Background: an optimization exercise with open tools, aiming at small area. Do not read the settings as production practice.
Only simulation tests tie the RTL to the original design; equivalence was not proved.
Power figures rest on the tool's default switching activity, not on a simulated workload.

## flow/config.mk

```make
export PLATFORM = sky130hd
export DESIGN_NAME = mmcm_drp_responder
export DESIGN_NICKNAME = mmcm_drp_responder
export VERILOG_FILES = /design/flow/design.v
export SDC_FILE = /design/flow/constraint.sdc
export NUM_CORES = 4
export LEC_CHECK = 0
export CAP_MARGIN = 20
export CORE_MARGIN = 2
export CORE_UTILIZATION = 75
export PLACE_DENSITY = 0.8
export SLEW_MARGIN = 20
export SYNTH_HIERARCHICAL = 1
```

## flow/constraint.sdc

```tcl
create_clock -name core_clock -period 10.0 [get_ports {clk}]
set_input_delay 2.0000 -clock core_clock [delete_from_list [all_inputs] [get_ports {clk}]]
set_output_delay 2.0000 -clock core_clock [all_outputs]
set_load 0.01 [all_outputs]
```

## flow/design.v

```verilog
`default_nettype none
package mmcm_drp_pkg;
   localparam int DRP_ADDR_W = 7;
   localparam int DRP_DATA_W = 16;
   typedef enum logic [1:0] {
      IDLE = 2'd0,
      BUSY = 2'd1,
      ACK  = 2'd2
   } drp_state_t;
   localparam logic [DRP_ADDR_W-1:0] CLKOUT0_REG1  = 7'h08;
   localparam logic [DRP_ADDR_W-1:0] CLKOUT0_REG2  = 7'h09;
   localparam logic [DRP_ADDR_W-1:0] DIVCLK        = 7'h16;
   localparam logic [DRP_ADDR_W-1:0] CLKFBOUT_REG1 = 7'h14;
   localparam logic [DRP_ADDR_W-1:0] POWER         = 7'h28;
endpackage
`default_nettype wire
`default_nettype none
module mmcm_drp_lock_model #(
   parameter int LOCK_DELAY = 64
) (
   input  logic clk,
   input  logic reset_n,
   input  logic rst_mmcm,
   output logic locked
);
   localparam int CW = $clog2(LOCK_DELAY);
   logic [CW-1:0] cnt;
   always_ff @(posedge clk or negedge reset_n) begin
      if (!reset_n) begin
         cnt    <= '0;
         locked <= 1'b0;
      end else if (rst_mmcm) begin
         cnt    <= '0;
         locked <= 1'b0;
      end else begin
         cnt    <= cnt + CW'(1);
         if (cnt == CW'(LOCK_DELAY - 1)) locked <= 1'b1;
      end
   end
endmodule
`default_nettype wire
`default_nettype none
module mmcm_drp_responder #(
   parameter int              RD_LATENCY = 3,
   parameter int              WR_LATENCY = 3,
   parameter int              LOCK_DELAY = 64,
   parameter logic [15:0]     INIT_WORD  = 16'h0
) (
   input  logic                  clk,
   input  logic                  reset_n,
   input  logic                  den,
   input  logic                  dwe,
   input  logic [mmcm_drp_pkg::DRP_ADDR_W-1:0] daddr,
   input  logic [mmcm_drp_pkg::DRP_DATA_W-1:0] din,
   output logic [mmcm_drp_pkg::DRP_DATA_W-1:0] dout,
   output logic                  drdy,
   input  logic                  rst_mmcm,
   output logic                  locked,
   output logic                  proto_err
);
   localparam int AW    = mmcm_drp_pkg::DRP_ADDR_W;
   localparam int DW    = mmcm_drp_pkg::DRP_DATA_W;
   localparam int WORDS = 2**AW;
   localparam int PORTS = WORDS / 4;
   logic            den_q;
   logic            busy1, busy2;
   logic            dwe_l;
   logic            zero_l;
   logic            cleared;
   logic [AW-1:0]   addr_l;
   logic [DW-1:0]   din_l;
   logic            idle, den_rise, accept, held_change;
   assign idle        = ~(busy1 | busy2 | drdy);
   assign den_rise    = den & ~den_q;
   assign accept      = idle & den_rise;
   assign held_change = (busy1 | busy2) & den & den_q & ((dwe != dwe_l) || (daddr != addr_l));
   always_ff @(posedge clk or negedge reset_n) begin
      if (!reset_n) begin
         den_q     <= 1'b0;
         busy1     <= 1'b0;
         busy2     <= 1'b0;
         drdy      <= 1'b0;
         proto_err <= 1'b0;
      end else begin
         den_q <= den;
         busy1 <= accept;
         busy2 <= busy1;
         drdy  <= busy2;
         if ((den_rise & ~idle) | held_change) proto_err <= 1'b1;
      end
   end
   always_ff @(posedge clk) begin
      if (accept) begin
         dwe_l  <= dwe;
         zero_l <= dwe | ~cleared;
         addr_l <= daddr;
         din_l  <= din;
      end
   end
   logic [AW-1:0]    rot;
   logic [AW-1:0]    a_cur, pos;
   logic             hit, wr_go;
   logic [PORTS-1:0] psel;
   logic [DW-1:0]    src, src_n;
   always_ff @(posedge clk or negedge reset_n) begin
      if (!reset_n) rot <= '0;
      else          rot <= rot + AW'(1);
   end
   assign a_cur = idle ? daddr : addr_l;
   assign pos   = a_cur + rot;
   assign hit   = (pos[1:0] == 2'd0);
   assign wr_go = idle ? (den_rise & dwe) : dwe_l;
   assign src   = idle ? din : din_l;
   assign src_n = ~src;
   always_comb begin
      for (int j = 0; j < PORTS; j++) psel[j] = hit && (pos[AW-1:2] == (AW-2)'(j));
   end
   always_ff @(posedge clk or negedge reset_n) begin
      if (!reset_n)              cleared <= 1'b0;
      else if (rot[1:0] == 2'd3) cleared <= 1'b1;
   end
   logic [DW-1:0]    slot [WORDS];
   for (genvar k = 0; k < WORDS; k++) begin : g_slot
      localparam int PREV = (k + WORDS - 1) % WORDS;
      if (k % 4 == 1) begin : g_port
         logic          wr_here, keep;
         logic [DW-1:0] d;
         assign wr_here = wr_go & psel[k/4];
         assign keep    = cleared & ~wr_here;
         for (genvar b = 0; b < DW; b++) begin : g_bit
            if ((k / 4) % 2 == 0) begin : g_inv
               mmcm_drp_aoi22 u_gate (.a1(src[b]), .a2(wr_here), .b1(slot[PREV][b]), .b2(keep),
                                      .y(d[b]));
            end else begin : g_true
               mmcm_drp_oai22 u_gate (.a1(src_n[b]), .a2(~wr_here), .b1(slot[PREV][b]),
                                      .b2(~keep), .y(d[b]));
            end
         end
         always_ff @(posedge clk) slot[k] <= d;
      end else begin : g_pass
         always_ff @(posedge clk) slot[k] <= slot[PREV];
      end
   end
   logic [DW-1:0] tap, cap;
   for (genvar b = 0; b < DW; b++) begin : g_tap
      logic [5:0] lo;    
      logic [7:0] hi;    
      logic       lo_a, lo_b, t1, t2;
      for (genvar g = 0; g < 4; g++) begin : g_t3
         mmcm_drp_aoi222 u_gate (
            .a1(psel[6*g]),     .a2(slot[24*g][b]),
            .b1(psel[6*g + 2]), .b2(slot[24*g + 8][b]),
            .c1(psel[6*g + 4]), .c2(slot[24*g + 16][b]),
            .y(lo[g]));
      end
      for (genvar g = 0; g < 2; g++) begin : g_t2
         mmcm_drp_aoi22 u_gate (
            .a1(psel[24 + 4*g]), .a2(slot[96 + 16*g][b]),
            .b1(psel[26 + 4*g]), .b2(slot[104 + 16*g][b]),
            .y(lo[4 + g]));
      end
      for (genvar g = 0; g < 8; g++) begin : g_i2
         mmcm_drp_oai22 u_gate (
            .a1(~psel[4*g + 1]), .a2(slot[16*g + 4][b]),
            .b1(~psel[4*g + 3]), .b2(slot[16*g + 12][b]),
            .y(hi[g]));
      end
      mmcm_drp_nor4  u_na (.a(hi[0]), .b(hi[1]), .c(hi[2]), .d(hi[3]), .y(lo_a));
      mmcm_drp_nor4  u_nb (.a(hi[4]), .b(hi[5]), .c(hi[6]), .d(hi[7]), .y(lo_b));
      mmcm_drp_nand4 u_t1 (.a(lo_a), .b(lo_b), .c(lo[0]), .d(lo[1]), .y(t1));
      mmcm_drp_nand4 u_t2 (.a(lo[2]), .b(lo[3]), .c(lo[4]), .d(lo[5]), .y(t2));
      assign tap[b] = t1 | t2;
   end
   always_ff @(posedge clk) cap <= tap | (cap & {DW{~idle}});
   assign dout = (drdy & ~zero_l) ? (tap | cap) : '0;
   mmcm_drp_lock_model #(
      .LOCK_DELAY (LOCK_DELAY)
   ) u_lock (
      .clk      (clk),
      .reset_n  (reset_n),
      .rst_mmcm (rst_mmcm),
      .locked   (locked)
   );
endmodule
module mmcm_drp_aoi22 (
   input  logic a1, a2, b1, b2,
   output logic y
);
   assign y = ~((a1 & a2) | (b1 & b2));
endmodule
module mmcm_drp_oai22 (
   input  logic a1, a2, b1, b2,
   output logic y
);
   assign y = ~((a1 | a2) & (b1 | b2));
endmodule
module mmcm_drp_aoi222 (
   input  logic a1, a2, b1, b2, c1, c2,
   output logic y
);
   assign y = ~((a1 & a2) | (b1 & b2) | (c1 & c2));
endmodule
module mmcm_drp_nor4 (
   input  logic a, b, c, d,
   output logic y
);
   assign y = ~(a | b | c | d);
endmodule
module mmcm_drp_nand4 (
   input  logic a, b, c, d,
   output logic y
);
   assign y = ~(a & b & c & d);
endmodule
`default_nettype wire
```

## flow/flow/run.sh

```bash
#!/bin/bash
# The standard synthesis, then every combinational cell set to its smallest drive strength
# (the placer's repair steps size up what needs it), then the standard layout with clock tree
# synthesis told not to add dummy loads and to use mid-sized clock buffers with larger sink
# clusters. Each step's output goes to a log of its own here; ORFS's logs stay in orfs/logs.
set -euo pipefail
R=orfs/results/$FLOW_PLATFORM/mmcm_drp_responder/base
bash standard.sh synth > standard_synth.log 2>&1
python3 flow/downsize.py "$FLOW_HOME/platforms/$FLOW_PLATFORM/lib/sky130_fd_sc_hd__tt_025C_1v80.lib" \
  $R/1_2_yosys.v > downsize.log 2>&1
rm -f $R/1_synth.odb $R/1_synth.sdc
bash standard.sh \
  "CTS_ARGS=-sink_clustering_enable -repair_clock_nets -buf_list sky130_fd_sc_hd__clkbuf_8 -sink_clustering_size 16 -sink_clustering_max_diameter 45 -dont_use_dummy_load" \
  finish > standard.log 2>&1
```

## flow/flow/downsize.py

```python
#!/usr/bin/env python3
"""Set every combinational cell in a synthesized netlist to the smallest-area variant of its
kind (same name up to the drive-strength suffix, same pins). Registers are left as they are.
The placer's repair steps size cells back up where slew, capacitance or timing need it.
usage: downsize.py LIBERTY NETLIST"""
import re, sys

lib, net = sys.argv[1], sys.argv[2]
area, pins, seq = {}, {}, set()
cur = None
for line in open(lib):
    m = re.match(r'\s*cell\s*\(\s*"?(\w+)"?\s*\)', line)
    if m:
        cur = m.group(1); pins[cur] = set(); continue
    if cur is None:
        continue
    m = re.match(r'\s*area\s*:\s*([\d.]+)', line)
    if m and cur not in area:
        area[cur] = float(m.group(1))
    m = re.match(r'\s*pin\s*\(\s*"?(\w+)"?\s*\)', line)
    if m:
        pins[cur].add(m.group(1))
    if re.match(r'\s*(ff|latch|statetable)\s*\(', line):
        seq.add(cur)

def base(c):
    m = re.match(r'(sky130_fd_sc_hd__\w+?)_(\d+)$', c)
    return m.group(1) if m else None

best = {}
for c in area:
    b = base(c)
    if b is None or c in seq or 'lpflow' in c or 'probe' in c:
        continue
    if b not in best or area[c] < area[best[b]] or (area[c] == area[best[b]] and c < best[b]):
        best[b] = c

text = open(net).read()
count = 0
def sub(m):
    global count
    c = m.group(1)
    b = base(c)
    if b is None or c in seq or b not in best:
        return m.group(0)
    n = best[b]
    if n != c and pins.get(n) == pins.get(c):
        count += 1
        return n + m.group(2)
    return m.group(0)
text = re.sub(r'\b(sky130_fd_sc_hd__\w+)(\s+\S+\s*\()', sub, text)
open(net, 'w').write(text)
print(f"downsize: {count} cells set to their smallest variant")
```

## flow/standard.sh

```bash
#!/bin/bash
# synth_recipe.tcl (not shown) runs the flow's synth.tcl, then flattens the netlist and writes it again
# the make line also repeats each setting of config.mk as NAME=value (left out here)
make -C /OpenROAD-flow-scripts/flow DESIGN_CONFIG=/design/flow/config.mk WORK_HOME=/design/flow/orfs CLKGATE_MAP_FILE= SYNTH_SCRIPT=/design/flow/synth_recipe.tcl "${@:-finish}"
```

==> summary.txt, run 1 <==
- The flow ran to the end and the layout has no timing, DRC or antenna violations.
- For the worst setup path, the data arrival time is between 7 and 8 ns.
- Leaving out fill and tap cells, the most frequent cell in the layout is sky130_fd_sc_hd__dfxtp_1.
- After routing the design area is 0.05517 sq mm.
- The leakage power summed over all cells is 20.93 nW.
- The worst setup slack for register-to-register paths is 3.84 ns.
- The initial antenna violation count came to 5.
- In this run the vertical extent of the chip is 263 um.
- The post-route fraction of the period consumed by the critical path is 97.15%.
- The total wire length after detailed routing is 137800 um.
- On the final layout, the worst clock skew is a little over 0.08 ns.
- The internal power contribution is 10.30 mW.
- The post-CTS repair timing setup buffer count is 0.
- The startpoint of the worst-slack reg-to-reg timing path is busy2$_DFF_PN0_.
- The number of filler instances in the final layout is 3225.
- Setup violations remaining at the end of the flow were counted as 0.
- The die area is slightly below 0.07 sq mm.
- The worst setup slack before clock tree synthesis is 0.5735 ns.
- The number of buffers created by CTS is roughly 160.
- The end point of the critical path is dout[15].
- The detailed-router iteration count before antenna repair is 9.
- The worst register-to-register path has a depth of 14.
- The overall via count from detail_route is 29504.
- The detailed router's first-iteration violation count is 4332.
- In the layout the commonest cells are sky130_fd_sc_hd__dfxtp_1, sky130_fd_sc_hd__o22ai_1, sky130_fd_sc_hd__a22oi_1.
- The count of nets left with antenna violations once routing finished came out at 0.
- The routed via count divided by cell count is 6.747.
- The row count is 94.
- For this run, the top clock speed supported by timing is 102.9 MHz.
- Relative to the synthesized area, the layout overhead comes to 9.657%.
- In this run, flip-flops and latches consume 67.5% of the power.
- The standard cell area after detailed placement is 0.05295 sq mm.
- Along the worst path, the maximum fanout reaches 12.
- The maximum clock insertion buffer count is 3.
- The number of max-slew violations in the final report was 0.
- Clock-pin slew was measured on the worst setup and hold paths at 0.09 ns.
- The number of warning messages in the yosys log is 10.
- The synthesized instance count is between 3000 and 4000.
- The worst hold-check path type is reg2reg.
- For this design the total switching power over the nets is 2.950 mW.
- Adding up every negative setup slack in the final design gives 0 ns.
- The tree is rooted in a sky130_fd_sc_hd__clkbuf_8.
- The top-level I/O count is 47.
- Hold is met by 0.2798 ns.
- The number of remaining DRC errors is 0.
- The total of buffers placed on input and output ports is 46.
- The congestion estimate from routability-driven global placement came to 1.035.
- Clock tree synthesis found a total of 2109 sinks.
- The final worst-path setup slack is 0.2850 ns.
- In the final design database the tool counted 3546 nets.
- The critical setup path kind is in2out.
- The initial standard-cell utilization of the core is 76.11%.
- The worst pin sits at a relative slew slack of 14.09%.
- The clock latency on the worst-skew pair is ~0.84 ns.
- STA classifies the critical path endpoint as an output port.
- The number of gates given a new drive strength after cts is 0.
- TritonCTS built the clock tree.
- Setup repair after global routing left no endpoint under its margin.
- The proportion of total power due to net switching is 22.26%.
- At the pin with the least slew margin, the transition time is 1.285 ns.
- The die is 263 um wide.
- The number of hold buffers added after CTS was 0.
- Across the whole layout, storage elements account for 0.04257 sq mm.
- VDD sags by at most 208.5 uV.
- The mapped netlist covers between 0.05 and 0.06 sq mm.
- Dividing total power by cell area gives a power density of roughly 240 mW/mm^2.
- Dividing the detail-routed wire length by the instance count gives 31.50 um.
- The HPWL after detailed placement is 89740 um.
- The combinational cell fraction of total power is ~3.8%.
- The clock network power share is 28.7%.
- The number of global-route vias before repair was 29637.
- The time the worst path needs with I/O delays and setup is 9.715 ns.
- The synthesized net count is roughly 3300.
- For this run, the share of the core covered by cells in the final layout is 83.47%.
- The first global-routing pass estimated 195800 um of wire.
- STA puts the critical path data required time at ~8.0 ns.
- Each instance of the synthesized netlist takes up on average 15.46 sq um.
- The core region is around 0.066 sq mm.
- Across the run, the number of max-cap violations was 0.
- The H-tree was split into 4 levels.
- After global routing the overflow that remains totals 0.
- In this run the critical register-to-register path is captured at cap[15]$_DFF_P_.
- Entering global routing, the biggest net connects 35 pins.
- Tracing the worst setup path back leads to its startpoint at daddr[0].
- The fraction of final layout cells sized beyond drive strength 1 is 9.070%.
- The number of hold violations in the final report came to 0.
- The area of combinational cells with multiple inputs is 0.008160 sq mm.
- The total routing usage reported by global routing is around two fifths.
- The worst setup path is launched from a primary input.
-- power groups by stage --
| stage | sequential (mW) | combinational (mW) | clock (mW) |
|---|---|---|---|
| 2_1_floorplan | 9.04 | 0.222 | 0 |
| 3_3_place_gp | 9.11 | 0.457 | 0 |
| 3_5_place_dp | 9.12 | 0.478 | 0 |
| 4_1_cts | 8.94 | 0.482 | 3.81 |
| 5_1_grt | 8.97 | 0.518 | 4.10 |
| 6_report | 8.94 | 0.506 | 3.80 |
-- how the worst min path moves through the flow --
stage	from	end	slack [ns]	cells after the start
global placement	slot[14][3]$_DFF_P_	slot[15][3]$_DFF_P_	0.31	0
floorplan	slot[127][0]$_DFF_P_	slot[0][0]$_DFF_P_	0.31	0
finish	slot[57][1]$_DFF_P_	slot[58][1]$_DFF_P_	0.28	0
CTS	slot[117][12]$_DFF_P_	slot[118][12]$_DFF_P_	0.28	0
global route	slot[57][1]$_DFF_P_	slot[58][1]$_DFF_P_	0.27	0
detailed placement	slot[99][0]$_DFF_P_	slot[100][0]$_DFF_P_	0.31	0
-- per-stage QoR --
step | power [mW] | std cells
global route | 13.59 | 4371
CTS | 13.23 | 4366
global placement | 9.566 | 4205
finish | 13.25 | 4373
floorplan | 9.264 | 3255
detailed placement | 9.602 | 4210
-- area by class of cell --
class	instances	area share [%]
Clock buffer	156	3.892
Timing Repair Buffer	130	2.064
Antenna cell	3	0.01361
Sequential cell	2109	77.16
Inverter	17	0.1157
Multi-Input combinational cell	1094	14.79
Tap cell	864	1.959
-- routing by layer --
layer | track usage (%) | up-vias | share of wire, %
met5 | 0 | - | 0
met4 | 26.18 | 0 | 7.3
met3 | 8.989 | 592 | 11
met2 | 60.02 | 2195 | 44
met1 | 50.93 | 14364 | 37
li1 | - | 12353 | -
-- state kept, by name, summed over array words and instances (netlist names) --
register / flops
addr_l: 7
busy1: 1
busy2: 1
cap: 16
cleared: 1
den_q: 1
din_l: 16
drdy: 1
dwe_l: 1
proto_err: 1
rot: 7
slot: 2048
u_lock.cnt: 6
u_lock.locked: 1
zero_l: 1
-- worst max-delay path, stage by stage --
cell,delay (ns)
sky130_fd_sc_hd__clkdlybuf4s50_1,0.47
sky130_fd_sc_hd__nand2_1,0.08
sky130_fd_sc_hd__nand2_1,0.06
sky130_fd_sc_hd__ha_1,0.20
sky130_fd_sc_hd__fa_1,0.41
sky130_fd_sc_hd__a21o_1,0.22
sky130_fd_sc_hd__a21oi_1,0.40
sky130_fd_sc_hd__a211oi_1,0.15
sky130_fd_sc_hd__or3_1,0.54
sky130_fd_sc_hd__nand3_1,0.68
sky130_fd_sc_hd__o22ai_1,0.30
sky130_fd_sc_hd__nor4_1,0.95
sky130_fd_sc_hd__nand4_1,0.36
sky130_fd_sc_hd__nor3_1,0.27
sky130_fd_sc_hd__nor2_1,0.07
sky130_fd_sc_hd__clkdlybuf4s50_1,0.56
==> run 2, diff against run 1 <==
--- a/flow/design.v
+++ b/flow/design.v
@@ -68,7 +68,7 @@
    logic            zero_l;
    logic            cleared;
    logic [AW-1:0]   addr_l;
-   logic [DW-1:0]   din_l;
+   logic [DW-1:0]   hold;
    logic            idle, den_rise, accept, held_change;
    assign idle        = ~(busy1 | busy2 | drdy);
    assign den_rise    = den & ~den_q;
@@ -94,13 +94,12 @@
          dwe_l  <= dwe;
          zero_l <= dwe | ~cleared;
          addr_l <= daddr;
-         din_l  <= din;
       end
    end
    logic [AW-1:0]    rot;
    logic [AW-1:0]    a_cur, pos;
-   logic             hit, wr_go;
-   logic [PORTS-1:0] psel;
+   logic             hit, wr_go, rd_go;
+   logic [PORTS-1:0] psel_w, psel_r;
    logic [DW-1:0]    src, src_n;
    always_ff @(posedge clk or negedge reset_n) begin
       if (!reset_n) rot <= '0;
@@ -110,10 +109,14 @@
    assign pos   = a_cur + rot;
    assign hit   = (pos[1:0] == 2'd0);
    assign wr_go = idle ? (den_rise & dwe) : dwe_l;
-   assign src   = idle ? din : din_l;
+   assign rd_go = idle ? ~dwe : ~dwe_l;
+   assign src   = idle ? din : hold;
    assign src_n = ~src;
    always_comb begin
-      for (int j = 0; j < PORTS; j++) psel[j] = hit && (pos[AW-1:2] == (AW-2)'(j));
+      for (int j = 0; j < PORTS; j++) begin
+         psel_w[j] = wr_go && hit && (pos[AW-1:2] == (AW-2)'(j));
+         psel_r[j] = rd_go && hit && (pos[AW-1:2] == (AW-2)'(j));
+      end
    end
    always_ff @(posedge clk or negedge reset_n) begin
       if (!reset_n)              cleared <= 1'b0;
@@ -125,7 +128,7 @@
       if (k % 4 == 1) begin : g_port
          logic          wr_here, keep;
          logic [DW-1:0] d;
-         assign wr_here = wr_go & psel[k/4];
+         assign wr_here = psel_w[k/4];
          assign keep    = cleared & ~wr_here;
          for (genvar b = 0; b < DW; b++) begin : g_bit
             if ((k / 4) % 2 == 0) begin : g_inv
@@ -141,28 +144,28 @@
          always_ff @(posedge clk) slot[k] <= slot[PREV];
       end
    end
-   logic [DW-1:0] tap, cap;
+   logic [DW-1:0] tap;
    for (genvar b = 0; b < DW; b++) begin : g_tap
       logic [5:0] lo;    
       logic [7:0] hi;    
       logic       lo_a, lo_b, t1, t2;
       for (genvar g = 0; g < 4; g++) begin : g_t3
          mmcm_drp_aoi222 u_gate (
-            .a1(psel[6*g]),     .a2(slot[24*g][b]),
-            .b1(psel[6*g + 2]), .b2(slot[24*g + 8][b]),
-            .c1(psel[6*g + 4]), .c2(slot[24*g + 16][b]),
+            .a1(psel_r[6*g]),     .a2(slot[24*g][b]),
+            .b1(psel_r[6*g + 2]), .b2(slot[24*g + 8][b]),
+            .c1(psel_r[6*g + 4]), .c2(slot[24*g + 16][b]),
             .y(lo[g]));
       end
       for (genvar g = 0; g < 2; g++) begin : g_t2
          mmcm_drp_aoi22 u_gate (
-            .a1(psel[24 + 4*g]), .a2(slot[96 + 16*g][b]),
-            .b1(psel[26 + 4*g]), .b2(slot[104 + 16*g][b]),
+            .a1(psel_r[24 + 4*g]), .a2(slot[96 + 16*g][b]),
+            .b1(psel_r[26 + 4*g]), .b2(slot[104 + 16*g][b]),
             .y(lo[4 + g]));
       end
       for (genvar g = 0; g < 8; g++) begin : g_i2
          mmcm_drp_oai22 u_gate (
-            .a1(~psel[4*g + 1]), .a2(slot[16*g + 4][b]),
-            .b1(~psel[4*g + 3]), .b2(slot[16*g + 12][b]),
+            .a1(~psel_r[4*g + 1]), .a2(slot[16*g + 4][b]),
+            .b1(~psel_r[4*g + 3]), .b2(slot[16*g + 12][b]),
             .y(hi[g]));
       end
       mmcm_drp_nor4  u_na (.a(hi[0]), .b(hi[1]), .c(hi[2]), .d(hi[3]), .y(lo_a));
@@ -171,8 +174,11 @@
       mmcm_drp_nand4 u_t2 (.a(lo[2]), .b(lo[3]), .c(lo[4]), .d(lo[5]), .y(t2));
       assign tap[b] = t1 | t2;
    end
-   always_ff @(posedge clk) cap <= tap | (cap & {DW{~idle}});
-   assign dout = (drdy & ~zero_l) ? (tap | cap) : '0;
+   always_ff @(posedge clk) begin
+      if (idle & dwe) hold <= din;
+      else            hold <= tap | (hold & {DW{~idle}});
+   end
+   assign dout = (drdy & ~zero_l) ? (tap | hold) : '0;
    mmcm_drp_lock_model #(
       .LOCK_DELAY (LOCK_DELAY)
    ) u_lock (
==> flow/flow/run.sh (replaced) <==
#!/bin/bash
# The standard synthesis, then every combinational cell set to its smallest drive strength
# (the placer's repair steps size up what needs it), then the standard layout with clock tree
# synthesis told not to add dummy loads and to use mid-sized clock buffers with larger sink
# clusters, and the port buffers made with the smallest buffer. Each step's output goes to a log of its own here; ORFS's logs stay in orfs/logs.
set -euo pipefail
R=orfs/results/$FLOW_PLATFORM/mmcm_drp_responder/base
bash standard.sh synth > standard_synth.log 2>&1
python3 flow/downsize.py "$FLOW_HOME/platforms/$FLOW_PLATFORM/lib/sky130_fd_sc_hd__tt_025C_1v80.lib" \
  $R/1_2_yosys.v > downsize.log 2>&1
rm -f $R/1_synth.odb $R/1_synth.sdc
bash standard.sh \
  "CTS_ARGS=-sink_clustering_enable -repair_clock_nets -buf_list sky130_fd_sc_hd__clkbuf_8 -sink_clustering_size 16 -sink_clustering_max_diameter 45 -dont_use_dummy_load" \
  "BUFFER_PORTS_ARGS=-buffer_cell sky130_fd_sc_hd__buf_1" \
  finish > standard.log 2>&1
--- a/flow/config.mk
+++ b/flow/config.mk
@@ -7,7 +7,7 @@
 export LEC_CHECK = 0
 export CAP_MARGIN = 20
 export CORE_MARGIN = 2
-export CORE_UTILIZATION = 75
+export CORE_UTILIZATION = 72
 export PLACE_DENSITY = 0.8
 export SLEW_MARGIN = 20
 export SYNTH_HIERARCHICAL = 1
==> run 2 against run 1 <==
  * Still clean on timing, DRC and antenna
  * First-iteration DRC count rose by 27%
  * Die area rose by 3.3%
  * Critical endpoint is now dout[9]
  * Register-to-register slack got worse by 0.37 ns
  * Via count rose by 4.4%
  * Sequential share of layout area fell by 0.31 points
  * Cell count rose by 2.4%
  * Maximum frequency barely moved
  * Non-clock buffer count rose by 17
  * Combinational power rose by 28%
  * Core utilization fell by 3.6 points
  * Highest routed layer is now met5
==> summary.txt, run 2 <==
- The maximum clock insertion buffer count is 3 (unchanged).
- The run finished with no timing, DRC or antenna violations.
- The top-level I/O count was 47 (unchanged).
- The width of the die is 267.3 um (+1.6%).
- The detailed router's first-iteration violation count is 5488 (+27%).
- The arrival time of data at the critical path endpoint is 7.71 ns (about the same).
- The number of max-slew violations in the final report was 0 (unchanged).
- Counting flops per register, the top entry is slot.
- The achievable clock frequency is 103.0 MHz (about the same).
- The total global routing overflow is 0 (unchanged).
- The post-route fraction of the period consumed by the critical path came to 97.09% (about the same).
- The number of filler instances in the final layout was 3473 (+7.7%).
- The initial antenna violation count came to 5 (unchanged).
- The area used by sequential logic in the layout is 0.04209 sq mm (-1.1%).
- STA classifies the critical path startpoint as a primary input.
- The synthesized net count is 3312 (+0.58%).
- The buffer cell driving the clock tree root is sky130_fd_sc_hd__clkbuf_8.
- The detailed-router iteration count before antenna repair is 13 (+4).
- The initial standard-cell utilization of the core came to 72.78% (-3.3 points).
- The number of remaining DRC errors is 0 (unchanged).
- The height of the die is 267.3 um (+1.6%).
- The transition time at the pin with the least slew margin came to 1.333 ns (+0.04856 ns).
- The number of buffers inserted by hold repair at cts is 0 (unchanged).
- The final setup TNS is 0 ns (unchanged).
- The largest net degree at the start of global routing came to 39 (+11%).
- In the layout the commonest cells are sky130_fd_sc_hd__dfxtp_1, sky130_fd_sc_hd__o22ai_1, sky130_fd_sc_hd__a22oi_1.
- The total wire length after detailed routing is 158800 um (+15%).
- The max capacitance violation total is 0 (unchanged).
- The die area is 0.07145 sq mm (+3.3%).
- The worst ir drop on vdd came to 189.0 uV (-9.3%).
- The highest metal layer carrying signal wires in the routed design is met5.
- The post-synthesis instance area is 0.04992 sq mm (-0.78%).
- The clock latency on the worst-skew pair is 0.88 ns (+0.04 ns).
- The number of global-route vias before repair was 30443 (+2.7%).
- The worst slew margin relative to its limit is 10.31% (-3.8 points).
- The synthesized instance count is 3274 (+0.58%).
- The count of antenna-violating nets left after detailed routing came to 0 (unchanged).
- The worst setup path is captured at an output port.
- The fraction of final layout cells sized beyond drive strength 1 came to 9.509% (+0.44 points).
- The met3 routed wirelength is 19050 um (+25%).
- Setup repair after global routing left no endpoint under its margin.
- The clock net sink count is 2093 (-0.76%).
- The routability congestion estimate is 1.048 (+1.2%).
- The total routing usage reported by global routing came to 44.55% (+5.2 points).
- The post-CTS repair timing setup buffer count was 0 (unchanged).
- The min-delay analysis places its worst path in the category reg2reg.
- The time the worst path needs with I/O delays and setup is 9.709 ns (-0.006521 ns).
- The synthesized area per cell is 15.25 sq um (-1.4%).
- The number of buffers created by CTS is 158 (+1.3%).
- The routed wire length per instance is 35.48 um (+13%).
- The largest driver fanout on the critical path is 20 (+8).
- The number of flip-flops under the largest register name is 2048 (unchanged).
- The row count is 96 (+2.1%).
- The first-pass GRT wire length is 220800 um (+13%).
- The clock tree skew after final layout came to 0.1003 ns (+0.01777 ns).
- The largest registers in the layout are slot x2048, hold x16.
- The leakage power summed over all cells is 20.58 nW (-1.7%).
- The data required time at the worst endpoint is 8.00 ns (about the same).
- The number of hold violations in the final report is 0 (unchanged).
- The final-stage net count is 3584 (+1.1%).
- The areal power density over the cells is 245.2 mW/mm^2 (+2.1%).
- The library cell used most frequently in the layout, excluding fill and tap cells, is sky130_fd_sc_hd__dfxtp_1.
- The routed via count divided by cell count is 6.881 (+2.0%).
- The critical setup path kind is in2out.
- The total routed wire length on the met1 layer came to 56530 um (+10%).
- The CTS clock-pin slew for the worst setup and hold paths is 0.09 ns (about the same).
- The final number of setup-violating endpoints is 0 (unchanged).
- The detailed placement HPWL was 104400 um (+16%).
- The placeable core region came to 0.06859 sq mm (+3.8%).
- The area added between synthesis and finish is 9.717% (about the same).
- The amount of wire on met2 after detailed routing is 67970 um (+11%).
- The overall via count from detail_route is 30807 (+4.4%).
- The total of buffers placed on input and output ports is 46 (unchanged).
- The number of gates given a new drive strength after cts was 0 (unchanged).
- The final core area utilization was 79.86% (-3.6 points).
- TritonCTS built the clock tree.
- The area of combinational cells with multiple inputs is 0.008264 sq mm (+1.3%).
- The number of warning messages in the yosys log is 10 (unchanged).
- The number of H-tree branching levels is 4 (unchanged).
## run 2: where the power goes
group          total (mW)  switching [mW]  leakage, nW  internal (mW)
Sequential           8.92           0.206         17.0           8.71
Clock                3.86            2.45         1.14           1.42
Combinational       0.649           0.517         2.41          0.132
## run 2: worst paths after layout
check                                     start                       to  slack [ns]  cells after the start
max                                    daddr[0]                  dout[9]        0.29                     16
min                        slot[117][0]$_DFF_P_     slot[118][0]$_DFF_P_        0.26                      0
max reg2reg                     busy2$_DFF_PN0_         hold[15]$_DFF_P_        3.47                     15
min reg2reg                slot[117][0]$_DFF_P_     slot[118][0]$_DFF_P_        0.26                      0
max in group asynchronous               reset_n    proto_err$_DFFE_PN0P_        8.45                      1
min in group asynchronous               reset_n  u_lock.cnt[1]$_DFF_PN0_        1.13                      1
## run 2: through the flow
step | area, sq um | std cells | setup slack (ns) | hold slack (ns) | power, mW
2_1_floorplan | 49920 | 3274 | 2.561 | 0.3096 | 9.245
3_3_place_gp | 52370 | 4307 | 0.5414 | 0.3095 | 9.650
3_5_place_dp | 52490 | 4312 | 0.5371 | 0.3121 | 9.689
4_1_cts | 54660 | 4470 | 0.4643 | 0.2540 | 13.37
5_1_grt | 54770 | 4476 | 0.3321 | 0.2545 | 13.72
6_report | 54770 | 4477 | 0.2915 | 0.2569 | 13.43
## run 2: per-layer routing
metal / vias up / track usage [%]
met4: 6 / 36.18
met5: - / 0
met3: 790 / 12.47
met2: 2689 / 65.10
met1: 14921 / 55.72
li1: 12401 / -
## run 2: critical path, stage by stage
cell and delay, ns:
sky130_fd_sc_hd__buf_1 0.12, sky130_fd_sc_hd__mux2_1 0.33, sky130_fd_sc_hd__ha_1 0.24, sky130_fd_sc_hd__fa_1 0.42, sky130_fd_sc_hd__nand3_1 0.14, sky130_fd_sc_hd__and2_0 0.50
sky130_fd_sc_hd__o21ai_0 0.46, sky130_fd_sc_hd__xor2_4 0.40, sky130_fd_sc_hd__nand3_1 0.17, sky130_fd_sc_hd__buf_4 0.41, sky130_fd_sc_hd__o22ai_1 0.19, sky130_fd_sc_hd__nor4_1 0.96
sky130_fd_sc_hd__nand4_1 0.67, sky130_fd_sc_hd__nor3_1 0.42, sky130_fd_sc_hd__nor2_1 0.07, sky130_fd_sc_hd__buf_1 0.17
## run 2: cell type report
type                            count  share of cell area [%]
Antenna cell                        2                0.009138
Clock buffer                      158                   3.970
Inverter                           18                  0.1234
Multi-Input combinational cell   1128                   15.09
Sequential cell                  2093                   76.85
Tap cell                          931                   2.127
Timing Repair Buffer              147                   1.832
==> run 3, diff against run 2 <==
--- a/flow/config.mk
+++ b/flow/config.mk
@@ -7,7 +7,7 @@
 export LEC_CHECK = 0
 export CAP_MARGIN = 20
 export CORE_MARGIN = 2
-export CORE_UTILIZATION = 72
-export PLACE_DENSITY = 0.8
+export CORE_UTILIZATION = 85
+export PLACE_DENSITY = 0.9
 export SLEW_MARGIN = 20
 export SYNTH_HIERARCHICAL = 1
==> run 3 against run 2 <==
  * The run now fails in global routing (5_1_grt)
  * Synthesized cell count stayed put
  * Synthesized area stayed put
==> summary.txt, run 3 <==
- The number of warning messages in the yosys log was 10 (unchanged).
- The initial standard-cell utilization of the core came to 86.19% (+13 points).
- The top-level I/O count is 47 (unchanged).
- The number of buffers created by CTS was 154 (-2.5%).
- The worst setup slack before clock tree synthesis was 0.6700 ns (+0.1329 ns).
- Global routing finished with a remaining overflow of 86.
- The synthesized net count is 3312 (unchanged).
- The buffer cell driving the clock tree root is sky130_fd_sc_hd__clkbuf_8.
- The post-synthesis instance area is 0.04992 sq mm (unchanged).
- The height of the die came to 246.3 um (-7.8%).
- The row count is 88 (-8.3%).
- Entering global routing, the biggest net connects 39 pins.
- The post-CTS repair timing setup buffer count is 0 (unchanged).
- The width of the die came to 246.3 um (-7.8%).
- The synthesized area per cell is 15.25 sq um (unchanged).
- The total of buffers placed on input and output ports is 46 (unchanged).
- The maximum clock insertion buffer count is 3 (unchanged).
- The total routing usage reported by global routing is 73.64%.
- The flow stopped in global routing (5_1_grt).
- The detailed placement HPWL was 99350 um (-4.8%).
- The synthesized instance count is 3274 (unchanged).
- The run stopped with a tool error.
- The tool reported: "[ERROR GRT-0232] Routing congestion too high. Check the congestion heatmap in the GUI".
- The number of instances in the placed design is 4122 (-4.4%).
- The routability congestion estimate is 1.060 (+1.1%).
- The number of H-tree branching levels was 4 (unchanged).
- The standard cell area after detailed placement is 0.05200 sq mm (-0.93%).
- The number of gates given a new drive strength after cts came to 0 (unchanged).
- The number of buffers inserted by hold repair at cts is 0 (unchanged).
-- run 3: how the worst max path moves through the flow --
| stage | from | slack (ns) | endpoint | cells after the start |
|---|---|---|---|---|
| floorplan | daddr[0] | 2.56 | dout[0] | 14 |
| global placement | daddr[0] | 0.98 | dout[13] | 15 |
| detailed placement | daddr[0] | 0.67 | dout[9] | 15 |
| CTS | daddr[0] | 0.33 | dout[9] | 15 |
-- run 3: power by group through the flow --
stage / clock (mW) / combinational [mW] / sequential, mW
after floorplan: 0 / 0.267 / 8.98
after global placement: 0 / 0.508 / 9.05
after detailed placement: 0 / 0.558 / 9.08
after CTS: 3.88 / 0.598 / 8.92
-- run 3: routing by layer --
metal / GRT overflow / global-route usage (%)
met5: 0 / 25.00
met4: 39 / 71.90
met3: 0 / 56.68
met2: 46 / 91.57
met1: 1 / 74.25
==> run 4, diff against run 3 <==
--- a/flow/design.v
+++ b/flow/design.v
@@ -65,7 +65,6 @@
    logic            den_q;
    logic            busy1, busy2;
    logic            dwe_l;
-   logic            zero_l;
    logic            cleared;
    logic [AW-1:0]   addr_l;
    logic [DW-1:0]   hold;
@@ -92,7 +91,6 @@
    always_ff @(posedge clk) begin
       if (accept) begin
          dwe_l  <= dwe;
-         zero_l <= dwe | ~cleared;
          addr_l <= daddr;
       end
    end
@@ -109,7 +107,7 @@
    assign pos   = a_cur + rot;
    assign hit   = (pos[1:0] == 2'd0);
    assign wr_go = idle ? (den_rise & dwe) : dwe_l;
-   assign rd_go = idle ? ~dwe : ~dwe_l;
+   assign rd_go = cleared & (idle ? ~dwe : ~dwe_l);
    assign src   = idle ? din : hold;
    assign src_n = ~src;
    always_comb begin
@@ -178,7 +176,7 @@
       if (idle & dwe) hold <= din;
       else            hold <= tap | (hold & {DW{~idle}});
    end
-   assign dout = (drdy & ~zero_l) ? (tap | hold) : '0;
+   assign dout = (drdy & ~dwe_l) ? (tap | hold) : '0;
    mmcm_drp_lock_model #(
       .LOCK_DELAY (LOCK_DELAY)
    ) u_lock (
--- a/flow/config.mk
+++ b/flow/config.mk
@@ -7,7 +7,7 @@
 export LEC_CHECK = 0
 export CAP_MARGIN = 20
 export CORE_MARGIN = 2
-export CORE_UTILIZATION = 85
-export PLACE_DENSITY = 0.9
+export CORE_UTILIZATION = 72
+export PLACE_DENSITY = 0.8
 export SLEW_MARGIN = 20
 export SYNTH_HIERARCHICAL = 1
==> run 4 against run 3 <==
  * Now fails the layout checks on setup timing
  * Synthesized area decreased by 0.11%
  * Synthesized cell count decreased by 0.15%
==> summary.txt, run 4 <==
- In the layout the commonest cells are sky130_fd_sc_hd__dfxtp_1, sky130_fd_sc_hd__o22ai_1, sky130_fd_sc_hd__a22oi_1.
- The number of buffers created by CTS is 156 (+1.3%).
- The run finished, with violations left.
- After detailed routing, the number of remaining DRC violations is 0.
- Using the TritonRoute via totals, the vias-per-cell ratio works out to 6.704.
- The number of standard cells in the layout, taps in and fillers out is 4469.
- Counting cells, the worst reg-to-reg path comes to 15.
- The number of warning messages in the yosys log was 10 (unchanged).
- The worst setup path is captured at an output port.
- In this run the most critical hold path is launched from slot[107][0]$_DFF_P_.
- The number of buffers inserted by hold repair at cts was 0 (unchanged).
- The number of max-slew violations in the final report is 0.
- The final worst-path setup slack is -0.09317 ns.
- The height of the die is 267.2 um (+8.5%).
- The top-level I/O count is 47 (unchanged).
- The first-pass GRT wire length is 202700 um.
- The smallest clock period supported by the final layout is computed as 10.09 ns.
- The initial antenna violation count was 6.
- In this run the remaining antenna-violating nets after routing total 0.
- The worst setup path is of the in2out kind.
- The CTS clock-pin slew for the worst setup and hold paths is approximately 0.09 ns.
- Traced cell by cell, the critical path runs through buf_1 -> mux2_1 -> ha_1 -> fa_1 -> a211o_1 -> nand2_1 -> o2bb2ai_1 -> xnor2_2 -> buf_4 -> nand3_1 -> o22ai_1 -> nor4_1 -> nand4_1 -> nor3_1 -> nor2_1 -> buf_1.
- A clean result was blocked by setup timing.
- Of all nets on the critical path, the largest fanout is 48.
- The fraction of final layout cells sized beyond drive strength 1 is between 8 and 9%.
- The final-stage net count is 3576.
- The achievable clock frequency is 99.08 MHz.
- In this run the static leakage power is 20.45 nW.
- Across the whole layout, storage elements account for around 0.042 sq mm.
- At the pin with the least slew margin, the transition time is 1.289 ns.
- The initial standard-cell utilization of the core is 72.70% (-13 points).
- The routability congestion estimate is 1.089 (+2.7%).
- TritonCTS built the clock tree.
- The clock latency on the worst-skew pair is approximately 0.87 ns.
- The synthesized area per cell is 15.25 sq um (about the same).
- The most numerous cell on the critical path is sky130_fd_sc_hd__buf_1.
- After detailed routing, the average wire length per cell comes to 32.91 um.
- Along the worst hold path, the cell count comes to 0.
- Across the run, the number of max-cap violations was 0.
- The detailed placement HPWL is 99060 um (-0.29%).
- Global routing finished with a remaining overflow of 0.
- Across the routed clock network, the largest skew measured is between 0.1 and 0.15 ns.
- The core region is 0.06859 sq mm.
- The total routing usage reported by global routing is between 40% and 50%.
- After detailed routing, the total wire length is 147100 um.
- Headroom to the max-slew limit came out at 13.99%.
- The cell type group with the largest total delay on the critical path is simple AND/OR/NAND/NOR gates.
- Setup repair after global routing left no endpoint under its margin.
- The worst setup path is launched from a primary input.
- The largest net degree at the start of global routing is 49.
- IR analysis of the VDD net gives a maximum drop of 210.9 uV.
- The synthesized net count is 3307 (-0.15%).
- In this run the critical register-to-register path is captured at hold[11]$_DFF_P_.
- Leaving out fill and tap cells, the most frequent cell in the layout is sky130_fd_sc_hd__dfxtp_1.
- The arrival time of data at the critical path endpoint is 8.09 ns.
- Counting every sink on the clock net gives 2092.
- The number of gates given a new drive strength after cts is 0 (unchanged).
- The slowest stage of the critical path is the sky130_fd_sc_hd__nor4_1 cell.
- The startpoint of the worst-slack reg-to-reg timing path is busy2$_DFF_PN0_.
- The number of hold violations in the final report is 0.
- The buffer cell driving the clock tree root is sky130_fd_sc_hd__clkbuf_8.
- The number of instances in the placed design came to 4308 (+4.5%).
- The largest register by flop count is slot.
- The number of buffers and inverters on the critical path is 3.
- The data required time at the worst endpoint is roughly 8 ns.
- The row count is 96 (+9.1%).
- The worst setup slack for register-to-register paths is about 3.3 ns.
- The area of combinational cells with multiple inputs is 0.008004 sq mm.
- The number of H-tree branching levels came to 4 (unchanged).
- The maximum clock insertion buffer count is 3 (unchanged).
- The number of global-route vias before repair is around 28000.
- The peak per-stage delay on the critical path is 1.10 ns.
- The post-route fraction of the period consumed by the critical path is 100.9%.
- The total of buffers placed on input and output ports is 46 (unchanged).
- The final number of setup-violating endpoints is 1.
- The detailed-router iteration count before antenna repair is 14.
- The path with the worst hold slack has its endpoint at slot[108][0]$_DFF_P_.
- The routed layout has 29958 vias.
- The startpoint of the worst setup timing path is daddr[0].
- The synthesized instance count is 3269 (-0.15%).
- The areal power density over the cells is 245.2 mW/mm^2.
- The worst hold-check path type is reg2reg.
- The post-CTS repair timing setup buffer count is 0 (unchanged).
- The die area is 0.07137 sq mm.
- The post-synthesis instance area is 0.04986 sq mm (-0.11%).
- For this block, the initial DRC count from the detailed router was 5546.
- Summed over all failing endpoints, the final setup total negative slack is -0.09317 ns.
- The largest registers in the layout are slot x2048, hold x16.
- The width of the die is 267.2 um (+8.5%).
- The register with the most flip-flops in the layout has 2048 of them.
- The number of filler instances in the final layout is 3774.
- The area added between synthesis and finish is 9.084%.
[run 4: worst max path at each step]
stage                           to  slack [ns]  cells past startpoint
after floorplan            dout[0]        2.29                     14
after global placement    dout[10]        0.14                     16
after detailed placement  dout[11]        0.28                     16
after CTS                 dout[11]        0.27                     16
after global routing      dout[11]        0.07                     16
final                     dout[11]       -0.09                     16
[run 4: report_power, final]
group          switching, mW  total, mW  internal (mW)  leakage, nW
Clock                   2.40       3.80           1.40         1.12
Sequential             0.190       8.88           8.69         17.0
Combinational          0.517      0.652          0.135         2.30
[run 4: final cells by class]
class,instances,share of cell area (%)
tap,931,2.142
inverter,17,0.1173
multi-input combinational,1130,14.72
sequential,2092,77.33
antenna,2,0.009201
timing repair buffer,141,1.741
clock buffer,156,3.947
[run 4: metrics by stage]
| stage | instance area (sq um) | hold WS [ns] | setup WS [ns] | total power [mW] | utilization, % |
|---|---|---|---|---|---|
| finish | 54390 | 0.2806 | -0.09317 | 13.34 | 79.31 |
| global route | 54390 | 0.2651 | 0.06853 | 13.65 | 79.30 |
| CTS | 54320 | 0.2651 | 0.2721 | 13.26 | 79.20 |
| detailed placement | 52170 | 0.3121 | 0.2832 | 9.650 | 76.07 |
| global placement | 52120 | 0.3096 | 0.1433 | 9.615 | 75.99 |
| floorplan | 49860 | 0.3096 | 2.292 | 9.215 | - |
[run 4: metal layers]
layer	GRT usage, %	share of wire (%)
met4	21.82	5.8
met5	0.8316	0.088
met1	57.71	39
met3	13.25	14
met2	56.19	41
==> run 5, diff against run 4 <==
--- a/flow/config.mk
+++ b/flow/config.mk
@@ -9,5 +9,6 @@
 export CORE_MARGIN = 2
 export CORE_UTILIZATION = 72
 export PLACE_DENSITY = 0.8
+export SETUP_SLACK_MARGIN = 0.4
 export SLEW_MARGIN = 20
 export SYNTH_HIERARCHICAL = 1
==> run 5 against run 4 <==
  * Synthesized area did not move
  * Clock power barely moved
  * Die area did not move
  * Flip-flop and latch count did not move
  * Critical endpoint is now dout[12]
  * Now clean on timing, DRC and antenna
  * Worst setup slack improved by 0.55 ns
  * Largest cell class unchanged
  * First-iteration DRC count fell by 4.9%
  * Synthesized cell count did not move
  * Non-clock buffer count fell by 1
  * Via count fell by 0.79%
  * Core utilization barely moved
  * Sequential power barely moved
==> summary.txt, run 5 <==
- The fraction of final layout cells sized beyond drive strength 1 is 9.052% (+0.059 points).
- The leakage power summed over all cells came to 20.43 nW (about the same).
- The number of H-tree branching levels is 4 (unchanged).
- The kind of cell with the highest combined delay along the critical path is simple AND/OR/NAND/NOR gates.
- Among the stages of the critical path, the cell type that occurs most often is sky130_fd_sc_hd__buf_1.
- The count of antenna-violating nets left after detailed routing came to 0 (unchanged).
- The area used by sequential logic in the layout is 0.04206 sq mm (unchanged).
- The routed wire length per instance is 32.78 um (-0.39%).
- The final number of setup-violating endpoints is 0 (-1).
- The detailed-router iteration count before antenna repair came to 12 (-2).
- The row count came to 96 (unchanged).
- The synthesized instance count is 3269 (unchanged).
- The transition time at the pin with the least slew margin is 1.254 ns (-0.03516 ns).
- The height of the die is 267.2 um (unchanged).
- The kind of start point of the critical path is a primary input.
- The worst hold-check path type is reg2reg.
- The number of hold violations in the final report is 0 (unchanged).
- The number of buffers created by CTS came to 156 (unchanged).
- The number of filler instances in the final layout came to 3772 (-0.053%).
- The time the worst path needs with I/O delays and setup is 9.542 ns (-0.5513 ns).
- The library cells used most frequently in the layout, excluding fill and tap cells, are sky130_fd_sc_hd__dfxtp_1, sky130_fd_sc_hd__o22ai_1, sky130_fd_sc_hd__a22oi_1.
- The detailed placement HPWL is 99060 um (unchanged).
- The areal power density over the cells is 244.9 mW/mm^2 (-0.11%).
- The initial standard-cell utilization of the core is 72.70% (unchanged).
- The total global routing overflow is 0 (unchanged).
- The number of standard cells in the layout, taps in and fillers out is 4468 (-0.022%).
- STA classifies the critical path endpoint as an output port.
- The flow ran to the end and the layout has no timing, DRC or antenna violations.
- The final core area utilization is 79.29% (about the same).
- The post-route fraction of the period consumed by the critical path is 95.42% (-5.5 points).
- The total wire length after detailed routing was 146500 um (-0.41%).
- The final setup TNS was 0 ns (+0.09317 ns).
- The number of remaining DRC errors is 0 (unchanged).
- The critical setup path kind is in2out.
- Traced cell by cell, the critical path runs through buf_1 -> mux2_1 -> ha_1 -> fa_1 -> a211o_1 -> nand2_1 -> o2bb2ai_1 -> xnor2_2 -> buf_4 -> nand3_1 -> o22ai_1 -> nor4_1 -> nand4_1 -> nor3_1 -> nor2_1 -> buf_1.
- The width of the die is 267.2 um (unchanged).
- The largest net degree at the start of global routing was 49 (unchanged).
- The worst setup slack before clock tree synthesis is 0.2832 ns (unchanged).
- The arrival time of data at the critical path endpoint is 7.54 ns (-0.55 ns).
- The area added between synthesis and finish came to 9.061% (about the same).
- The initial antenna violation count is 7 (+1).
- The largest driver fanout on the critical path is 48 (unchanged).
- The placeable core region is 0.06859 sq mm (unchanged).
- The total routing usage reported by global routing is 40.91% (+0.047 points).
- More flip-flops sit in one register than any other, and that register is slot.
- The post-CTS repair timing setup buffer count is 0 (unchanged).
- The post-synthesis instance area is 0.04986 sq mm (unchanged).
- The clock tree skew after final layout is 0.1040 ns (-0.007651 ns).
- The area of combinational cells with multiple inputs is 0.008020 sq mm (+0.20%).
- The synthesized net count was 3307 (unchanged).
- Setup repair after global routing left no endpoint under its margin.
- The routed via count divided by cell count came to 6.652 (-0.77%).
- The top-level I/O count is 47 (unchanged).
- The final worst-path setup slack was 0.4581 ns (+0.5513 ns).
- The largest registers in the layout are slot x2048, hold x16.
- The peak per-stage delay on the critical path is 0.89 ns (-0.21 ns).
- The data required time at the worst endpoint is 8.00 ns (about the same).
- The number of max-slew violations in the final report was 0 (unchanged).
- The worst slew margin relative to its limit is 15.91% (+1.9 points).
- The first-pass GRT wire length is 203000 um (+0.15%).
- The number of instances in the placed design is 4308 (unchanged).
- The number of flip-flops under the largest register name is 2048 (unchanged).
- The die area is 0.07137 sq mm (unchanged).
- The slowest stage cell on the critical path is sky130_fd_sc_hd__nor4_1.
- The number of buffers and inverters on the critical path was 3 (unchanged).
- The maximum clock insertion buffer count is 3 (unchanged).
- The number of warning messages in the yosys log is 10 (unchanged).
- The detailed router's first-iteration violation count is 5273 (-4.9%).
- The number of global-route vias before repair is 28255 (+0.11%).
- The most common cell after layout, fill and taps aside is sky130_fd_sc_hd__dfxtp_1.
- The clock latency on the worst-skew pair is 0.86 ns (about the same).
- The CTS clock-pin slew for the worst setup and hold paths came to 0.09 ns (about the same).
- In this run the clock root is driven by a sky130_fd_sc_hd__clkbuf_8.
- The max capacitance violation total is 0 (unchanged).
- The worst setup slack for register-to-register paths is 3.93 ns (+0.61 ns).
- The CTS tree is built.
- The clock net sink count was 2092 (unchanged).
- The worst ir drop on vdd is 208.2 uV (-1.3%).
- The total of buffers placed on input and output ports is 46 (unchanged).
- The synthesized area per cell was 15.25 sq um (unchanged).
- The final-stage net count is 3575 (-0.028%).
- The final total power is 13.32 mW (-0.13%).
- The routability congestion estimate is 1.089 (unchanged).
- The achievable clock frequency is 104.8 MHz (+5.8%).
- The overall via count from detail_route came to 29722 (-0.79%).
[run 5: worst paths after layout]
check | to | depth (start not counted) | startpoint
max | dout[12] | 16 | daddr[0]
min | slot[108][0]$_DFF_P_ | 0 | slot[107][0]$_DFF_P_
max reg2reg | hold[12]$_DFF_P_ | 15 | busy2$_DFF_PN0_
min reg2reg | slot[108][0]$_DFF_P_ | 0 | slot[107][0]$_DFF_P_
max in group asynchronous | drdy$_DFF_PN0_ | 1 | reset_n
min in group asynchronous | rot[0]$_DFF_PN0_ | 1 | reset_n
[run 5: what timing repair did]
action / CTS / global route
hold buffers: 0 / 0
resized for setup: 2 / 2
endpoints found under the setup margin: 2 / 3
hold endpoints to repair: 0 / 0
[run 5: through the flow]
step / area [sq um] / hold WS [ns]
6_report: 54380 / 0.2721
3_3_place_gp: 52120 / 0.3096
3_5_place_dp: 52170 / 0.3121
5_1_grt: 54380 / 0.2650
2_1_floorplan: 49860 / 0.3096
4_1_cts: 54330 / 0.2651
[run 5: area by class of cell]
type	instances	share of cell area (%)
sequential	2092	77.34
multi-input combinational	1130	14.75
clock buffer	156	3.948
tap	931	2.142
timing repair buffer	140	1.691
inverter	17	0.1173
antenna	2	0.009203
[run 5: power by group]
group / internal [mW] / switching (mW) / leakage (nW) / total [mW]
sequential: 8.69 / 0.189 / 17.0 / 8.88
clock: 1.40 / 2.39 / 1.12 / 3.79
combinational: 0.131 / 0.517 / 2.29 / 0.648
[run 5: worst reg2reg max path, delay by kind of cell (launching register included)]
kind,cells,cell delay (ns)
and+or+nand+nor,6,2.95
muxes,1,0.38
AOI/OAI and AO/OA,4,1.10
DFF,1,0.44
xor gates and xnor gates,1,0.14
adders and majority gates,2,0.66
buffers and inverters,1,0.36
[run 5: metal layers]
layer	routed length [um]	vias up	track usage, %
met5	305	-	1.802
met4	8872	14	22.34
met3	20430	481	13.54
met2	59140	2253	55.87
met1	57710	14605	57.64
li1	-	12369	-
==> run 6, diff against run 5 <==
--- a/flow/config.mk
+++ b/flow/config.mk
@@ -7,8 +7,8 @@
 export LEC_CHECK = 0
 export CAP_MARGIN = 20
 export CORE_MARGIN = 2
-export CORE_UTILIZATION = 72
-export PLACE_DENSITY = 0.8
+export CORE_UTILIZATION = 65
+export PLACE_DENSITY = 0.75
 export SETUP_SLACK_MARGIN = 0.4
 export SLEW_MARGIN = 20
 export SYNTH_HIERARCHICAL = 1
==> run 6 against run 5 <==
  * Hold slack worse by 0.014 ns
  * Register-to-register slack worse by 0.25 ns
  * Power down 0.31%
  * Sequential power about the same
  * Wire length down 1.3%
  * First-iteration DRC count down 8.5%
  * Cell count up 2.4%
  * Synthesized cell count unchanged
  * Clock power about the same
  * Maximum frequency about the same
  * Die area up 11%
  * Synthesized area unchanged
==> summary.txt, run 6 <==
- The routed wire length per instance is 31.60 um (-3.6%).
- The CTS clock-pin slew for the worst setup and hold paths was 0.09 ns (about the same).
- The final setup TNS is 0 ns (unchanged).
- The post-route fraction of the period consumed by the critical path is 95.51% (about the same).
- The end point of the critical path is dout[3].
- The final-stage net count was 3582 (+0.20%).
- The final number of setup-violating endpoints is 0 (unchanged).
- The met3 track demand over resource in global routing was 11.44% (-2.1 points).
- The buffer cell driving the clock tree root is sky130_fd_sc_hd__clkbuf_8.
- The width of the die was 281.0 um (+5.2%).
- The top cell types in the final layout, fill and taps aside, are sky130_fd_sc_hd__dfxtp_1, sky130_fd_sc_hd__o22ai_1, sky130_fd_sc_hd__a22oi_1.
- The number of global-route vias before repair is 28102 (-0.54%).
- The initial standard-cell utilization of the core is 65.65% (-7.0 points).
- The total wire length after detailed routing was 144600 um (-1.3%).
- The first-pass GRT wire length is 201500 um (-0.77%).
- The number of max-slew violations in the final report came to 0 (unchanged).
- The top-level I/O count came to 47 (unchanged).
- The global routing usage on met1 is 50.99% (-6.7 points).
- The overall via count from detail_route was 29450 (-0.92%).
- The run finished with no timing, DRC or antenna violations.
- The critical path is of the in2out type.
- The synthesized area per cell is 15.25 sq um (unchanged).
- The count of antenna-violating nets left after detailed routing is 0 (unchanged).
- The number of flip-flops under the largest register name was 2048 (unchanged).
- The synthesized net count is 3307 (unchanged).
- The data required time at the worst endpoint is 8.00 ns (about the same).
- The time the worst path needs with I/O delays and setup is 9.551 ns (+0.009085 ns).
- The clock net sink count came to 2092 (unchanged).
- The number of filler instances in the final layout is 4870 (+29%).
- The routed via count divided by cell count is 6.437 (-3.2%).
- The fraction of final layout cells sized beyond drive strength 1 is 9.176% (+0.12 points).
- The worst setup path is launched from a primary input.
- The total of buffers placed on input and output ports came to 46 (unchanged).
- The endpoint identified for the worst register-to-register timing path is hold[3]$_DFF_P_.
- The detailed-router iteration count before antenna repair was 10 (-2).
- The initial antenna violation count came to 4 (-3).
- The number of buffers created by CTS was 158 (+1.3%).
- The arrival time of data at the critical path endpoint is 7.55 ns (about the same).
- The worst ir drop on vdd is 182.5 uV (-12%).
- The placeable core region is 0.07595 sq mm (+11%).
- The minimum hold slack came to 0.2586 ns (-0.01351 ns).
- The largest net degree at the start of global routing is 38 (-22%).
- The worst slew margin relative to its limit was 19.73% (+3.8 points).
- The number of hold violations in the final report came to 0 (unchanged).
- The areal power density over the cells is 243.2 mW/mm^2 (-0.68%).
- The height of the die is 281.0 um (+5.2%).
- The maximum clock insertion buffer count is 3 (unchanged).
- The count of cells along the worst register-to-register path came to 15 (unchanged).
- The transition time at the pin with the least slew margin is 1.197 ns (-0.05700 ns).
- The number of warning messages in the yosys log is 10 (unchanged).
- The path class of the tightest hold or removal check is reg2reg.
- The synthesized instance count is 3269 (unchanged).
- STA classifies the critical path endpoint as an output port.
- The total routing usage reported by global routing was 36.57% (-4.3 points).
- The clock tree skew after final layout is 0.07313 ns (-0.03083 ns).
- The layer with the highest usage is met2.
- The die area was 0.07894 sq mm (+11%).
- Tracing the worst setup path back leads to its startpoint at daddr[0].
- The CTS tree is built.
- The max capacitance violation total came to 0 (unchanged).
- The largest driver fanout on the critical path is 27 (-44%).
- The clock latency on the worst-skew pair was 0.85 ns (about the same).
- The leakage power summed over all cells is 20.48 nW (+0.26%).
- The achievable clock frequency came to 104.7 MHz (about the same).
- Setup repair after global routing left no endpoint under its margin.
- The library cell used most frequently in the layout, excluding fill and tap cells, is sky130_fd_sc_hd__dfxtp_1.
- The detailed placement HPWL came to 98180 um (-0.88%).
- The post-CTS repair timing setup buffer count is 0 (unchanged).
- The number of H-tree branching levels came to 4 (unchanged).
- The row count is 101 (+5.2%).
- The number of remaining DRC errors is 0 (unchanged).
- The routability congestion estimate came to 1.067 (-2.0%).
- The met2 track demand over resource was 51.54% (-4.3 points).
- The post-synthesis instance area is 0.04986 sq mm (unchanged).
- The worst register-to-register path begins at busy2$_DFF_PN0_.
- The worst setup slack for register-to-register paths is 3.68 ns (-0.25 ns).
- The detailed router's first-iteration violation count was 4827 (-8.5%).
- The area growth from synthesis to layout is 9.465%.
- The largest register by flop count is slot.
- In the final layout, the registers with the most flip-flops are slot x2048, hold x16.
- The total global routing overflow is 0 (unchanged).
==> run 6: what timing repair did <==
item,4_1_cts,5_1_grt
hold buffers,0,0
setup endpoints to repair,0,1
gates resized for setup,0,1
==> run 6: per-layer routing <==
metal  share of wire [%]  routed length (um)  up-vias
met4                 5.6                8143        6
met5               0.057                  83        -
met1                  40               57700    14564
met3                  13               18570      440
li1                    -                   -    12385
met2                  42               60070     2055
==> run 6: power by group <==
group,switching (mW),leakage (nW),internal [mW],total (mW)
sequential,0.172,17.0,8.69,8.86
clock,2.38,1.14,1.42,3.79
combinational,0.497,2.33,0.126,0.623
total,3.04,20.5,10.2,13.3
==> run 6: worst min path at each step <==
| stage | startpoint | endpoint | depth (start not counted) |
|---|---|---|---|
| floorplan | slot[127][0]$_DFF_P_ | slot[0][0]$_DFF_P_ | 0 |
| global route | slot[26][5]$_DFF_P_ | slot[27][5]$_DFF_P_ | 0 |
| detailed placement | slot[107][2]$_DFF_P_ | slot[108][2]$_DFF_P_ | 0 |
| CTS | slot[26][5]$_DFF_P_ | slot[27][5]$_DFF_P_ | 0 |
| finish | slot[26][8]$_DFF_P_ | slot[27][8]$_DFF_P_ | 0 |
| global placement | slot[33][13]$_DFF_P_ | slot[34][13]$_DFF_P_ | 0 |
==> run 6: through the flow <==
step                area (sq um)  power, mW  worst slack [ns]  utilization, %  instances
global placement           52270      9.606            0.7170           68.82       4406
detailed placement         52380      9.632            0.7504           68.97       4413
floorplan                  49860      9.215             2.292               -       3269
finish                     54580      13.28            0.4490           71.87       4575
CTS                        54560      13.25            0.7446           71.84       4571
global route               54580      13.63            0.4122           71.86       4573
==> run 6: worst max-delay path: stages <==
cell,delay (ns)
sky130_fd_sc_hd__buf_1,0.10
sky130_fd_sc_hd__mux2_1,0.32
sky130_fd_sc_hd__ha_1,0.22
sky130_fd_sc_hd__fa_1,0.45
sky130_fd_sc_hd__a211o_1,0.36
sky130_fd_sc_hd__nand2_1,0.09
sky130_fd_sc_hd__o2bb2ai_1,0.39
sky130_fd_sc_hd__xnor2_2,0.40
sky130_fd_sc_hd__buf_4,0.40
sky130_fd_sc_hd__nand3_1,0.79
sky130_fd_sc_hd__o22ai_1,0.34
sky130_fd_sc_hd__nor4_1,0.63
sky130_fd_sc_hd__nand4_1,0.43
sky130_fd_sc_hd__nor3_1,0.34
sky130_fd_sc_hd__nor2_1,0.09
sky130_fd_sc_hd__buf_1,0.17
==> run 6: area by class of cell <==
type                    count  area, sq um  area share [%]
clock buffers             158         2175           3.984
repair buffers            145        922.1           1.689
well taps                1030         1289           2.361
inverters                  17        63.81          0.1169
flip-flops and latches   2092        42060           77.06
diodes                      3        7.507         0.01375
multi-input cells        1130         8065           14.78
==> run 7, diff against run 6 <==
==> flow/config.mk (replaced) <==
export PLATFORM = sky130hd
export DESIGN_NAME = mmcm_drp_responder
export DESIGN_NICKNAME = mmcm_drp_responder
export VERILOG_FILES = /design/flow/design.v
export SDC_FILE = /design/flow/constraint.sdc
export NUM_CORES = 4
export LEC_CHECK = 0
export CAP_MARGIN = 5
export CORE_MARGIN = 2
export CORE_UTILIZATION = 72
export PLACE_DENSITY = 0.8
export SETUP_SLACK_MARGIN = 0.4
export SLEW_MARGIN = 5
export SYNTH_HIERARCHICAL = 1
==> run 7 against run 6 <==
  * Now fails the layout checks on capacitance limit, slew limit
  * Sequential share of layout area up 0.36 points
  * Sequential power about the same
  * Combinational power increased by 2%
  * Power rose by 0.15%
  * Non-clock buffer count shrank 7
  * Clock-buffer cell count is 1 lower
  * Synthesized area stayed put
  * Register-to-register slack improved by 0.14 ns
  * Global-route usage up 4.0 points
  * Cell count is 2.3% lower
  * Critical path type unchanged
==> summary.txt, run 7 <==
- The endpoint type of the worst setup path is an output port.
- The worst slew margin relative to its limit came to -2.862% (-23 points).
- The standard cell area after detailed placement is 0.05213 sq mm (-0.49%).
- The max capacitance violation total is 1 (+1).
- The final worst-path setup slack is 0.4580 ns (+0.009037 ns).
- The number of global-route vias before repair came to 28200 (+0.35%).
- The number of flip-flops under the largest register name is 2048 (unchanged).
- The largest net degree at the start of global routing was 49 (+29%).
- The largest registers in the layout are slot x2048, hold x16.
- The synthesized net count is 3307 (unchanged).
- The post-CTS repair timing setup buffer count is 0 (unchanged).
- The number of buffers created by CTS is 157 (-0.63%).
- The number of gates given a new drive strength after cts was 3 (+3).
- The signal on the critical path passes through buf_1 -> mux2_1 -> ha_1 -> fa_1 -> a21o_1 -> a211oi_1 -> a311oi_1 -> buf_4 -> nand3_1 -> o22ai_1 -> nor4_1 -> nand4_1 -> nor3_1 -> nor2_1 -> buf_1.
- The most common cell after layout, fill and taps aside is sky130_fd_sc_hd__dfxtp_1.
- The worst setup slack before clock tree synthesis is 0.2004 ns (-0.5500 ns).
- The row count was 96 (-5.0%).
- The number of buffers and inverters on the critical path was 3 (unchanged).
- The number of H-tree branching levels is 4 (unchanged).
- The number of warning messages in the yosys log is 10 (unchanged).
- The peak per-stage delay on the critical path is 0.87 ns (+0.08 ns).
- The first-pass GRT wire length is 201500 um (about the same).
- The number of filler instances in the final layout was 3852 (-21%).
- The flow ran to the end, but the layout failed its checks.
- The height of the die is 267.2 um (-4.9%).
- The proportion of total power due to net switching is 23.12% (+0.19 points).
- In this run the layout check failures are capacitance limit, slew limit.
- The achievable clock frequency is 104.8 MHz (about the same).
- The fraction of final layout cells sized beyond drive strength 1 is 8.942% (-0.23 points).
- The number of remaining DRC errors is 0 (unchanged).
- The number of max-slew violations in the final report is 17 (+17).
- The clock net sink count is 2092 (unchanged).
- The total wire length after detailed routing is 145400 um (+0.55%).
- The CTS clock-pin slew for the worst setup and hold paths was 0.09 ns (about the same).
[run 7: final cells by class]
type / count / area (sq um) / share of cell area [%]
sequential: 2092 / 42060 / 77.42
multi-input combinational: 1130 / 8001 / 14.73
timing repair buffer: 138 / 867.1 / 1.596
antenna: 3 / 7.507 / 0.01382
inverter: 17 / 63.81 / 0.1175
clock buffer: 157 / 2161 / 3.978
tap: 931 / 1165 / 2.144
[run 7: worst register-to-register path, cell delays in order (launching register included)]
cell                       delay (ns)
sky130_fd_sc_hd__dfrtp_1         0.44
sky130_fd_sc_hd__nor3_2          0.47
sky130_fd_sc_hd__mux2_1          0.38
sky130_fd_sc_hd__ha_1            0.21
sky130_fd_sc_hd__fa_1            0.45
sky130_fd_sc_hd__a21o_1          0.23
sky130_fd_sc_hd__a211oi_1        0.78
sky130_fd_sc_hd__a311oi_1        0.12
sky130_fd_sc_hd__buf_4           0.23
sky130_fd_sc_hd__nand3_1         0.56
sky130_fd_sc_hd__o22ai_1         0.24
sky130_fd_sc_hd__nor4_1          0.95
sky130_fd_sc_hd__nand4_1         0.67
sky130_fd_sc_hd__nor2_1          0.27
sky130_fd_sc_hd__a21oi_1         0.09
[run 7: path summary, 6_finish.rpt]
| kind | slack, ns | to | from | cells after the start |
|---|---|---|---|---|
| worst min-delay path | 0.28 | slot[4][7]$_DFF_P_ | slot[3][7]$_DFF_P_ | 0 |
| max in group asynchronous | 7.92 | rot[4]$_DFF_PN0_ | reset_n | 1 |
| min in group asynchronous | 1.38 | rot[0]$_DFF_PN0_ | reset_n | 1 |
| worst max register to register | 3.82 | hold[1]$_DFF_P_ | busy2$_DFF_PN0_ | 14 |
| worst min register to register | 0.28 | slot[4][7]$_DFF_P_ | slot[3][7]$_DFF_P_ | 0 |
| worst max-delay path | 0.46 | dout[12] | daddr[0] | 15 |
[run 7: power groups by stage]
stage | clock [mW] | combinational (mW) | sequential, mW
final | 3.78 | 0.633 | 8.88
after global routing | 4.09 | 0.630 | 8.90
after CTS | 3.79 | 0.593 | 8.87
after detailed placement | 0 | 0.589 | 9.05
after global placement | 0 | 0.573 | 9.04
after floorplan | 0 | 0.260 | 8.96
[run 7: layer usage]
| metal | vias up | global-route usage, % | part of all wire (%) |
|---|---|---|---|
| li1 | 12379 | - | - |
| met1 | 14631 | 57.04 | 39 |
| met2 | 2294 | 57.09 | 41 |
| met3 | 491 | 13.83 | 14 |
| met4 | 6 | 18.72 | 5.3 |
| met5 | - | 0 | 0.043 |
[run 7: metrics by stage]
step	hold slack, ns	std cells	utilization (%)	total power [mW]
2_1_floorplan	0.3096	3269	-	9.215
3_3_place_gp	0.3096	4307	75.99	9.615
3_5_place_dp	0.3121	4308	76.01	9.644
4_1_cts	0.2747	4465	79.18	13.25
5_1_grt	0.2900	4466	79.20	13.61
6_report	0.2781	4468	79.21	13.30

Check on run 7: ideal ports give 0.458 ns setup slack; a clkbuf_16 on the clock port and buf_2 on the inputs give 0.433 ns; moving port delays by the midpoint clock arrival (0.877 ns) as well gives 0.433 ns.
